What follows belongs to an exercise in optimizing a design on an open flow for small area, a short achievable clock period and few clock cycles per item; a production flow would make more cautious choices.
At most, simulation tests tie the RTL to the original design; equivalence was not proved.

==> build 36: inputs <==
## bch
module bch (
	input  logic        i_clk,
	input  logic        i_arst_n,
	input  logic        i_set,
	input  logic [63:0] i_data,
	output logic        o_ready,
	output logic        o_finish,
	output logic [9:0]  o_data
);
clock: 6.5 ns
lec_check: 0
abc_area: 1
cap_margin: 20
core_margin: 2
core_utilization: 40
setup_slack_margin: 3.8
slew_margin: 20
tns_end_percent: 10
standard.sh (not shown) runs the stock make flow with config.mk's settings and CLKGATE_MAP_FILE= SYNTH_SCRIPT=/design/flow/synth_recipe.tcl, a recipe that flattens the netlist after the stock synthesis.
==> flow/flow/run.sh <==
#!/bin/bash
# Standard layout, but the port buffers are sky130_fd_sc_hd__buf_4 instead of the delay
# buffer buffer_ports picks by default. Everything else is the standard flow's own flow (standard.sh).
set -euo pipefail
bash standard.sh "BUFFER_PORTS_ARGS=-buffer_cell sky130_fd_sc_hd__buf_4" finish > standard.log 2>&1
==> trial 63: changes against build 36 <==
--- a/flow/design.v
+++ b/flow/design.v
@@ -33,45 +33,45 @@
 		t_l31[2] = 32'h2dd584d8 >> x;
 		t_l31[3] = 32'ha37162ac >> x;
 		t_l31[4] = 32'h7a6628f0 >> x;
 	endfunction
 	function automatic [5:0] t_l33(input [4:0] x);
-		t_l33[0] = 32'h69555995 >> x;
-		t_l33[1] = 32'hf0c300ff >> x;
-		t_l33[2] = 32'h63be30a6 >> x;
-		t_l33[3] = 32'h5e952365 >> x;
-		t_l33[4] = 32'h56651daa >> x;
-		t_l33[5] = 32'h8000 >> x;
+		t_l33[0] = 32'h96aaa66a >> x;
+		t_l33[1] = 32'h6669a695 >> x;
+		t_l33[2] = 32'h659696a6 >> x;
+		t_l33[3] = 32'h5a95a565 >> x;
+		t_l33[4] = 32'h566599aa >> x;
+		t_l33[5] = 32'h0 >> x;
 	endfunction
 	function automatic [5:0] t_l33m3(input [4:0] x);
-		t_l33m3[0] = 32'h965a9a64 >> x;
-		t_l33m3[1] = 32'hcf33fcc0 >> x;
-		t_l33m3[2] = 32'h7a2e688c >> x;
-		t_l33m3[3] = 32'ha6d66bb8 >> x;
+		t_l33m3[0] = 32'h69a56598 >> x;
+		t_l33m3[1] = 32'ha6969958 >> x;
+		t_l33m3[2] = 32'h5aaa6994 >> x;
+		t_l33m3[3] = 32'ha6566aa8 >> x;
 		t_l33m3[4] = 32'h95996594 >> x;
-		t_l33m3[5] = 32'h0 >> x;
+		t_l33m3[5] = 32'h3 >> x;
 	endfunction
 	function automatic [4:0] t_sq(input [4:0] x);
 		t_sq[0] = 32'ha3be4c2d >> x;
 		t_sq[1] = 32'hb51df26 >> x;
 		t_sq[2] = 32'h6a3be4c2 >> x;
 		t_sq[3] = 32'h30b51df2 >> x;
 		t_sq[4] = 32'h7c985a8e >> x;
 	endfunction
 	function automatic [4:0] t_ki(input [5:0] x);
-		t_ki[0] = 64'h1237cfb12 >> x;
-		t_ki[1] = 64'h13c2010f2 >> x;
-		t_ki[2] = 64'h1779327ba >> x;
-		t_ki[3] = 64'hc81b604c >> x;
-		t_ki[4] = 64'h18e9fe5c6 >> x;
+		t_ki[0] = 64'h91be7d89 >> x;
+		t_ki[1] = 64'h9e100879 >> x;
+		t_ki[2] = 64'hbbc993dd >> x;
+		t_ki[3] = 64'h640db026 >> x;
+		t_ki[4] = 64'hc74ff2e3 >> x;
 	endfunction
 	function automatic [4:0] t_kt(input [5:0] x);
-		t_kt[0] = 64'h1e7d8948d >> x;
-		t_kt[1] = 64'h1008794f0 >> x;
-		t_kt[2] = 64'h993dd5de >> x;
-		t_kt[3] = 64'hdb026320 >> x;
-		t_kt[4] = 64'hff2e363a >> x;
+		t_kt[0] = 64'h1f3ec4a46 >> x;
+		t_kt[1] = 64'h8043ca78 >> x;
+		t_kt[2] = 64'h4c9eeaef >> x;
+		t_kt[3] = 64'h6d813190 >> x;
+		t_kt[4] = 64'h7f971b1d >> x;
 	endfunction
 	function automatic [9:0] t_a(input [4:0] x);
 		t_a[0] = 32'h4ccccccc >> x;
 		t_a[1] = 32'h70f0f0f0 >> x;
 		t_a[2] = 32'h7f00ff00 >> x;
@@ -82,20 +82,20 @@
 		t_a[7] = 32'h7f00ff00 >> x;
 		t_a[8] = 32'h7fff0000 >> x;
 		t_a[9] = 32'h2aaaaaaa >> x;
 	endfunction
 	function automatic [9:0] t_b(input [5:0] x);
-		t_b[0] = 64'h199999998 >> x;
-		t_b[1] = 64'h1e1e1e1e0 >> x;
-		t_b[2] = 64'h1fe01fe00 >> x;
-		t_b[3] = 64'h1fffe0000 >> x;
-		t_b[4] = 64'haaaaaaaa >> x;
-		t_b[5] = 64'h66666666 >> x;
-		t_b[6] = 64'h1e1e1e1e >> x;
-		t_b[7] = 64'h1fe01fe >> x;
-		t_b[8] = 64'h1fffe >> x;
-		t_b[9] = 64'h155555554 >> x;
+		t_b[0] = 64'hcccccccc >> x;
+		t_b[1] = 64'hf0f0f0f0 >> x;
+		t_b[2] = 64'hff00ff00 >> x;
+		t_b[3] = 64'hffff0000 >> x;
+		t_b[4] = 64'h55555555 >> x;
+		t_b[5] = 64'h33333333 >> x;
+		t_b[6] = 64'hf0f0f0f >> x;
+		t_b[7] = 64'hff00ff >> x;
+		t_b[8] = 64'hffff >> x;
+		t_b[9] = 64'haaaaaaaa >> x;
 	endfunction
 	function automatic [4:0] m32(input [4:0] a, input [4:0] b);
 		logic [8:0] p;
 		p = '0;
 		for (int i = 0; i < 5; i++)
@@ -490,43 +490,50 @@
 		a7[5] = h[5] ^ kg3[4];
 		a7[6] = h[6] ^ kg3[5];
 		a7[7] = kg3[6];
 	endfunction
 	function automatic [5:0] add33(input [5:0] x, input [5:0] y);
-		logic [5:0] sv;
-		logic [5:0] cv;
-		logic [6:0] s;
-		logic [7:0] t;
-		sv = x ^ y ^ 6'd31;
-		cv = (x & y) | ((x | y) & 6'd31);
-		s  = a6(x, y);
-		t  = a7({1'b0, sv}, {cv, 1'b0});   
-		add33 = t[6] ? t[5:0] : s[5:0];
+		logic [4:0] g;
+		logic [4:0] q;
+		logic [4:0] gg;
+		logic [4:0] pp;
+		logic       cin;
+		logic [5:0] s;
+		g  = x[4:0] & y[4:0];
+		q  = x[4:0] ^ y[4:0];
+		gg[0] = g[0];
+		pp[0] = q[0];
+		for (int i = 1; i < 5; i++) begin
+			gg[i] = g[i] | (q[i] & gg[i-1]);
+			pp[i] = q[i] & pp[i-1];
+		end
+		cin = !gg[4];
+		s[0] = q[0] ^ cin;
+		for (int i = 1; i < 5; i++)
+			s[i] = q[i] ^ (gg[i-1] | (pp[i-1] & cin));
+		s[5] = cin && pp[4];
+		add33 = x[5] ? y : y[5] ? x : s;
 	endfunction
 	logic       busy;
-	logic       rdy;
 	logic [3:0] cnt;
 	logic       last;
 	logic       fin;
-	assign o_ready = rdy;
+	assign o_ready = !busy;
 	assign last    = busy && (cnt == 4'd15);
 	always_ff @(posedge i_clk or negedge i_arst_n) begin
 		if (!i_arst_n) begin
 			busy   <= 1'b0;
-			rdy    <= 1'b1;
 			cnt    <= '0;
 			fin    <= 1'b0;
 		end else begin
 			fin    <= last;
 			cnt    <= cnt + 1'b1;
 			if (!busy) begin
 				cnt  <= 4'd1;
 				busy <= i_set;
-				rdy  <= !i_set;
 			end else if (last) begin
 				busy <= 1'b0;
-				rdy  <= 1'b1;
 			end
 		end
 	end
 	logic [63:0] dm;
 	logic [9:0]  acc1;
@@ -927,26 +934,26 @@
 		qt  <= m32(opa, op1b);
 		qn  <= m32(opa, op2b) ^ (st[3] ? 5'd0 : (sq32(lx[4:0]) ^ sq32(lx[9:5])));
 		qbz <= (lx[9:5] == 5'd0);
 	end
 	assign raw31 = t_l31(qn);
-	assign raw33 = qbz ? 6'd0 : t_l33(qt);
-	assign m3_33 = qbz ? 6'd0 : t_l33m3(qt);
+	assign raw33 = qbz ? 6'd32 : t_l33(qt);
+	assign m3_33 = qbz ? 6'd32 : t_l33m3(qt);
 	logic [4:0] x31;
 	logic [5:0] x33;
 	always_ff @(posedge i_clk) begin
 		x31 <= raw31;
 		x33 <= st[0] ? m3_33 : raw33;
 	end
 	logic [4:0] r1_31;    
 	logic [5:0] r1_33;
+	logic       r1h;
 	logic [4:0] op31;
 	logic [5:0] op33;
 	logic       s1z;      
 	logic       s3z;      
 	logic       single;
-	logic       nosol;    
 	logic       sgl_n;
 	logic [9:0] p;
 	logic [9:0] p1;
 	logic [9:0] od;
 	logic       of;
@@ -958,28 +965,29 @@
 			st <= '0;
 		end else begin
 			st <= {st[10:0], fin};
 		end
 	end
+	assign r1_31 = {r1h, p1[9:6]};
+	assign r1_33 = p1[5:0];
 	assign op31 = st[1] ? {x31[3:0], x31[4]} : st[2] ? ~r_31 : r1_31;
-	assign op33 = st[1] ? 6'd0 : st[2] ? r_33 : r1_33;
-	assign sgl_n = !s3z && (r_31 == 5'd0) && (r_33 == 6'd0);
+	assign op33 = st[1] ? 6'd32 : st[2] ? r_33 : r1_33;
+	assign sgl_n = !s3z && (r_31 == 5'd0) && r_33[5];
 	logic [9:0] exq;
 	logic       sglq;
 	assign exq = {qt, qn};
 	always_ff @(posedge i_clk) begin
 		sglq <= sgl_n;
 	end
-	logic [4:0] c31;
-	logic [9:0] cb;
+	logic [9:0] pq;
 	always_ff @(posedge i_clk) begin
-		c31 <= r_31;
-		cb  <= t_b(r_33);
+		pq <= add1023(t_a(r_31), t_b(r_33));
 	end
-	assign p     = add1023(t_a(c31), cb);
+	assign p     = pq;
 	assign od_lt = lt10(od, p1);
-	assign empty = s1z || (!single && nosol);
+	assign empty  = s1z;
+	assign single = s3z;
 	always_ff @(posedge i_clk) begin
 		if (fin) begin
 			s1z <= (acc1 == 10'd0);
 			lin <= acc3;
 		end else if (st[4]) begin
@@ -987,20 +995,21 @@
 		end else begin
 			lin <= lin ^ 10'd1;
 		end
 		if (st[0]) begin
 			s3z   <= (lin == 10'd0);
-			r1_31 <= raw31;
-			r1_33 <= raw33;
+			r1h   <= raw31[4];
 		end
 		if (st[4]) begin
-			single <= sglq;
-			nosol  <= !s3z && ^(exq & 10'd288);
+			s1z <= s1z || (!sglq && !s3z && ^(exq & 10'd288));   
+			s3z <= sglq;
 		end
 		r_31 <= add31(x31, op31);
 		r_33 <= add33(x33, op33);
-		if (st[9] || (st[11] && !od_lt))
+		if (st[0])
+			p1 <= {raw31[3:0], raw33};
+		else if (st[9] || (st[11] && !od_lt))
 			p1 <= st[9] ? p : od;
 	end
 	assign o_finish = of;
 	assign o_data   = od;
 	always_ff @(posedge i_clk or negedge i_arst_n) begin
==> flow/flow/run.sh (replaced) <==
#!/bin/bash
# Standard layout, but the port buffers are sky130_fd_sc_hd__buf_2 instead of the delay
# buffer buffer_ports picks by default. Everything else is the standard flow's own flow (standard.sh).
set -euo pipefail
bash standard.sh "BUFFER_PORTS_ARGS=-buffer_cell sky130_fd_sc_hd__buf_2" finish > standard.log 2>&1
Settings changed: CTS_BUF_LIST set to sky130_fd_sc_hd__clkbuf_4 sky130_fd_sc_hd__clkbuf_8, CTS_CLUSTER_SIZE set to 40, TNS_END_PERCENT 10 to unset.
==> trial 60: changes against build 36 <==
--- a/flow/design.v
+++ b/flow/design.v
@@ -33,45 +33,45 @@
 		t_l31[2] = 32'h2dd584d8 >> x;
 		t_l31[3] = 32'ha37162ac >> x;
 		t_l31[4] = 32'h7a6628f0 >> x;
 	endfunction
 	function automatic [5:0] t_l33(input [4:0] x);
-		t_l33[0] = 32'h69555995 >> x;
-		t_l33[1] = 32'hf0c300ff >> x;
-		t_l33[2] = 32'h63be30a6 >> x;
-		t_l33[3] = 32'h5e952365 >> x;
-		t_l33[4] = 32'h56651daa >> x;
-		t_l33[5] = 32'h8000 >> x;
+		t_l33[0] = 32'h96aaa66a >> x;
+		t_l33[1] = 32'h6669a695 >> x;
+		t_l33[2] = 32'h659696a6 >> x;
+		t_l33[3] = 32'h5a95a565 >> x;
+		t_l33[4] = 32'h566599aa >> x;
+		t_l33[5] = 32'h0 >> x;
 	endfunction
 	function automatic [5:0] t_l33m3(input [4:0] x);
-		t_l33m3[0] = 32'h965a9a64 >> x;
-		t_l33m3[1] = 32'hcf33fcc0 >> x;
-		t_l33m3[2] = 32'h7a2e688c >> x;
-		t_l33m3[3] = 32'ha6d66bb8 >> x;
+		t_l33m3[0] = 32'h69a56598 >> x;
+		t_l33m3[1] = 32'ha6969958 >> x;
+		t_l33m3[2] = 32'h5aaa6994 >> x;
+		t_l33m3[3] = 32'ha6566aa8 >> x;
 		t_l33m3[4] = 32'h95996594 >> x;
-		t_l33m3[5] = 32'h0 >> x;
+		t_l33m3[5] = 32'h3 >> x;
 	endfunction
 	function automatic [4:0] t_sq(input [4:0] x);
 		t_sq[0] = 32'ha3be4c2d >> x;
 		t_sq[1] = 32'hb51df26 >> x;
 		t_sq[2] = 32'h6a3be4c2 >> x;
 		t_sq[3] = 32'h30b51df2 >> x;
 		t_sq[4] = 32'h7c985a8e >> x;
 	endfunction
 	function automatic [4:0] t_ki(input [5:0] x);
-		t_ki[0] = 64'h1237cfb12 >> x;
-		t_ki[1] = 64'h13c2010f2 >> x;
-		t_ki[2] = 64'h1779327ba >> x;
-		t_ki[3] = 64'hc81b604c >> x;
-		t_ki[4] = 64'h18e9fe5c6 >> x;
+		t_ki[0] = 64'h91be7d89 >> x;
+		t_ki[1] = 64'h9e100879 >> x;
+		t_ki[2] = 64'hbbc993dd >> x;
+		t_ki[3] = 64'h640db026 >> x;
+		t_ki[4] = 64'hc74ff2e3 >> x;
 	endfunction
 	function automatic [4:0] t_kt(input [5:0] x);
-		t_kt[0] = 64'h1e7d8948d >> x;
-		t_kt[1] = 64'h1008794f0 >> x;
-		t_kt[2] = 64'h993dd5de >> x;
-		t_kt[3] = 64'hdb026320 >> x;
-		t_kt[4] = 64'hff2e363a >> x;
+		t_kt[0] = 64'h1f3ec4a46 >> x;
+		t_kt[1] = 64'h8043ca78 >> x;
+		t_kt[2] = 64'h4c9eeaef >> x;
+		t_kt[3] = 64'h6d813190 >> x;
+		t_kt[4] = 64'h7f971b1d >> x;
 	endfunction
 	function automatic [9:0] t_a(input [4:0] x);
 		t_a[0] = 32'h4ccccccc >> x;
 		t_a[1] = 32'h70f0f0f0 >> x;
 		t_a[2] = 32'h7f00ff00 >> x;
@@ -82,20 +82,20 @@
 		t_a[7] = 32'h7f00ff00 >> x;
 		t_a[8] = 32'h7fff0000 >> x;
 		t_a[9] = 32'h2aaaaaaa >> x;
 	endfunction
 	function automatic [9:0] t_b(input [5:0] x);
-		t_b[0] = 64'h199999998 >> x;
-		t_b[1] = 64'h1e1e1e1e0 >> x;
-		t_b[2] = 64'h1fe01fe00 >> x;
-		t_b[3] = 64'h1fffe0000 >> x;
-		t_b[4] = 64'haaaaaaaa >> x;
-		t_b[5] = 64'h66666666 >> x;
-		t_b[6] = 64'h1e1e1e1e >> x;
-		t_b[7] = 64'h1fe01fe >> x;
-		t_b[8] = 64'h1fffe >> x;
-		t_b[9] = 64'h155555554 >> x;
+		t_b[0] = 64'hcccccccc >> x;
+		t_b[1] = 64'hf0f0f0f0 >> x;
+		t_b[2] = 64'hff00ff00 >> x;
+		t_b[3] = 64'hffff0000 >> x;
+		t_b[4] = 64'h55555555 >> x;
+		t_b[5] = 64'h33333333 >> x;
+		t_b[6] = 64'hf0f0f0f >> x;
+		t_b[7] = 64'hff00ff >> x;
+		t_b[8] = 64'hffff >> x;
+		t_b[9] = 64'haaaaaaaa >> x;
 	endfunction
 	function automatic [4:0] m32(input [4:0] a, input [4:0] b);
 		logic [8:0] p;
 		p = '0;
 		for (int i = 0; i < 5; i++)
@@ -490,43 +490,50 @@
 		a7[5] = h[5] ^ kg3[4];
 		a7[6] = h[6] ^ kg3[5];
 		a7[7] = kg3[6];
 	endfunction
 	function automatic [5:0] add33(input [5:0] x, input [5:0] y);
-		logic [5:0] sv;
-		logic [5:0] cv;
-		logic [6:0] s;
-		logic [7:0] t;
-		sv = x ^ y ^ 6'd31;
-		cv = (x & y) | ((x | y) & 6'd31);
-		s  = a6(x, y);
-		t  = a7({1'b0, sv}, {cv, 1'b0});   
-		add33 = t[6] ? t[5:0] : s[5:0];
+		logic [4:0] g;
+		logic [4:0] q;
+		logic [4:0] gg;
+		logic [4:0] pp;
+		logic       cin;
+		logic [5:0] s;
+		g  = x[4:0] & y[4:0];
+		q  = x[4:0] ^ y[4:0];
+		gg[0] = g[0];
+		pp[0] = q[0];
+		for (int i = 1; i < 5; i++) begin
+			gg[i] = g[i] | (q[i] & gg[i-1]);
+			pp[i] = q[i] & pp[i-1];
+		end
+		cin = !gg[4];
+		s[0] = q[0] ^ cin;
+		for (int i = 1; i < 5; i++)
+			s[i] = q[i] ^ (gg[i-1] | (pp[i-1] & cin));
+		s[5] = cin && pp[4];
+		add33 = x[5] ? y : y[5] ? x : s;
 	endfunction
 	logic       busy;
-	logic       rdy;
 	logic [3:0] cnt;
 	logic       last;
 	logic       fin;
-	assign o_ready = rdy;
+	assign o_ready = !busy;
 	assign last    = busy && (cnt == 4'd15);
 	always_ff @(posedge i_clk or negedge i_arst_n) begin
 		if (!i_arst_n) begin
 			busy   <= 1'b0;
-			rdy    <= 1'b1;
 			cnt    <= '0;
 			fin    <= 1'b0;
 		end else begin
 			fin    <= last;
 			cnt    <= cnt + 1'b1;
 			if (!busy) begin
 				cnt  <= 4'd1;
 				busy <= i_set;
-				rdy  <= !i_set;
 			end else if (last) begin
 				busy <= 1'b0;
-				rdy  <= 1'b1;
 			end
 		end
 	end
 	logic [63:0] dm;
 	logic [9:0]  acc1;
@@ -927,26 +934,26 @@
 		qt  <= m32(opa, op1b);
 		qn  <= m32(opa, op2b) ^ (st[3] ? 5'd0 : (sq32(lx[4:0]) ^ sq32(lx[9:5])));
 		qbz <= (lx[9:5] == 5'd0);
 	end
 	assign raw31 = t_l31(qn);
-	assign raw33 = qbz ? 6'd0 : t_l33(qt);
-	assign m3_33 = qbz ? 6'd0 : t_l33m3(qt);
+	assign raw33 = qbz ? 6'd32 : t_l33(qt);
+	assign m3_33 = qbz ? 6'd32 : t_l33m3(qt);
 	logic [4:0] x31;
 	logic [5:0] x33;
 	always_ff @(posedge i_clk) begin
 		x31 <= raw31;
 		x33 <= st[0] ? m3_33 : raw33;
 	end
 	logic [4:0] r1_31;    
 	logic [5:0] r1_33;
+	logic       r1h;
 	logic [4:0] op31;
 	logic [5:0] op33;
 	logic       s1z;      
 	logic       s3z;      
 	logic       single;
-	logic       nosol;    
 	logic       sgl_n;
 	logic [9:0] p;
 	logic [9:0] p1;
 	logic [9:0] od;
 	logic       of;
@@ -958,13 +965,15 @@
 			st <= '0;
 		end else begin
 			st <= {st[10:0], fin};
 		end
 	end
+	assign r1_31 = {r1h, p1[9:6]};
+	assign r1_33 = p1[5:0];
 	assign op31 = st[1] ? {x31[3:0], x31[4]} : st[2] ? ~r_31 : r1_31;
-	assign op33 = st[1] ? 6'd0 : st[2] ? r_33 : r1_33;
-	assign sgl_n = !s3z && (r_31 == 5'd0) && (r_33 == 6'd0);
+	assign op33 = st[1] ? 6'd32 : st[2] ? r_33 : r1_33;
+	assign sgl_n = !s3z && (r_31 == 5'd0) && r_33[5];
 	logic [9:0] exq;
 	logic       sglq;
 	assign exq = {qt, qn};
 	always_ff @(posedge i_clk) begin
 		sglq <= sgl_n;
@@ -975,11 +984,12 @@
 		c31 <= r_31;
 		cb  <= t_b(r_33);
 	end
 	assign p     = add1023(t_a(c31), cb);
 	assign od_lt = lt10(od, p1);
-	assign empty = s1z || (!single && nosol);
+	assign empty  = s1z;
+	assign single = s3z;
 	always_ff @(posedge i_clk) begin
 		if (fin) begin
 			s1z <= (acc1 == 10'd0);
 			lin <= acc3;
 		end else if (st[4]) begin
@@ -987,20 +997,21 @@
 		end else begin
 			lin <= lin ^ 10'd1;
 		end
 		if (st[0]) begin
 			s3z   <= (lin == 10'd0);
-			r1_31 <= raw31;
-			r1_33 <= raw33;
+			r1h   <= raw31[4];
 		end
 		if (st[4]) begin
-			single <= sglq;
-			nosol  <= !s3z && ^(exq & 10'd288);
+			s1z <= s1z || (!sglq && !s3z && ^(exq & 10'd288));   
+			s3z <= sglq;
 		end
 		r_31 <= add31(x31, op31);
 		r_33 <= add33(x33, op33);
-		if (st[9] || (st[11] && !od_lt))
+		if (st[0])
+			p1 <= {raw31[3:0], raw33};
+		else if (st[9] || (st[11] && !od_lt))
 			p1 <= st[9] ? p : od;
 	end
 	assign o_finish = of;
 	assign o_data   = od;
 	always_ff @(posedge i_clk or negedge i_arst_n) begin
==> flow/flow/run.sh (replaced) <==
#!/bin/bash
# Standard layout, but the port buffers are sky130_fd_sc_hd__buf_2 instead of the delay
# buffer buffer_ports picks by default. Everything else is the standard flow's own flow (standard.sh).
set -euo pipefail
bash standard.sh "BUFFER_PORTS_ARGS=-buffer_cell sky130_fd_sc_hd__buf_2" finish > standard.log 2>&1
Settings changed: SETUP_SLACK_MARGIN 3.8 to 3.95, TNS_END_PERCENT 10 to unset.
==> flow_summary.ini <==
[placement]
postPlaceCellArea_mm2 = 0.0135

[status]
status = finished clean

[detailed_routing]
routed-wl-met3_um = 1860
wl_met2_um = 20300

[cts]
cts_resized = 143

[critical_path]
timing.rr.end = r_33[1]

[timing]
period_share_pct = 41.5
hold_ws_ns = 0.355
# the run above: trial 60

==> flow_summary.ini <==
[status]
status = finished clean

[critical_path]
timing.rr.end = pq[1]

[detailed_routing]
routed-wl-met3_um = 2000
wl_met2_um = 19400
# the run above: trial 63

==> flow_summary.ini <==
[critical_path]
timing.rr.end = r_33[3]

[detailed_routing]
routed-wl-met3_um = 1950

[timing]
period_share_pct = 42.3
hold_ws_ns = 0.348

[status]
status = finished clean

[placement]
postPlaceCellArea_mm2 = 0.0145

[cts]
cts_resized = 19
# the run above: build 36

Testbench counts of build 36, summed over its fixed seeds: cycles 3,193, items 192.
Testbench counts of trial 60, summed over its fixed seeds: cycles 3,193, items 192.
Only the layout flow was run in trial 63; the RTL was not checked for function there.

-- port drivers added, routing unchanged --
How much do the figures lean on ideal ports? The routed layouts below were timed once more, with nothing changed but the port constraints. Step 1: set_driving_cell puts a clkbuf_16 on i_clk and a buf_2 on each other input, an assumption about the parent block. Step 2, shift: input delay + t, output delay - t, t = (earliest + latest rising clock arrival at the registers) / 2. This alone moves slack from input paths to output paths. a / b / c = ideal / step 1 / step 2; a / b = the first two.
run | t (ns) | setup WS [ns] | clock arrival spread, ns | worst data-port slew with drivers (ns) | cell pins on the clock port's net
build 36 | 0.461 | 3.750 / 3.761 / 3.300 | 0.021 / 0.022 | 0.05 | 1
trial 63 | 0.465 | 3.741 / 3.741 / 3.317 | 0.016 / 0.016 | 0.05 | 1
trial 60 | 0.458 | 3.803 / 3.803 / 3.399 | 0.016 / 0.017 | 0.06 | 1
After both steps setup and hold are still met in every run listed. The setup slack of build 36, which loses most, moves by +0.011 ns with the drivers and by -0.450 ns with both steps.
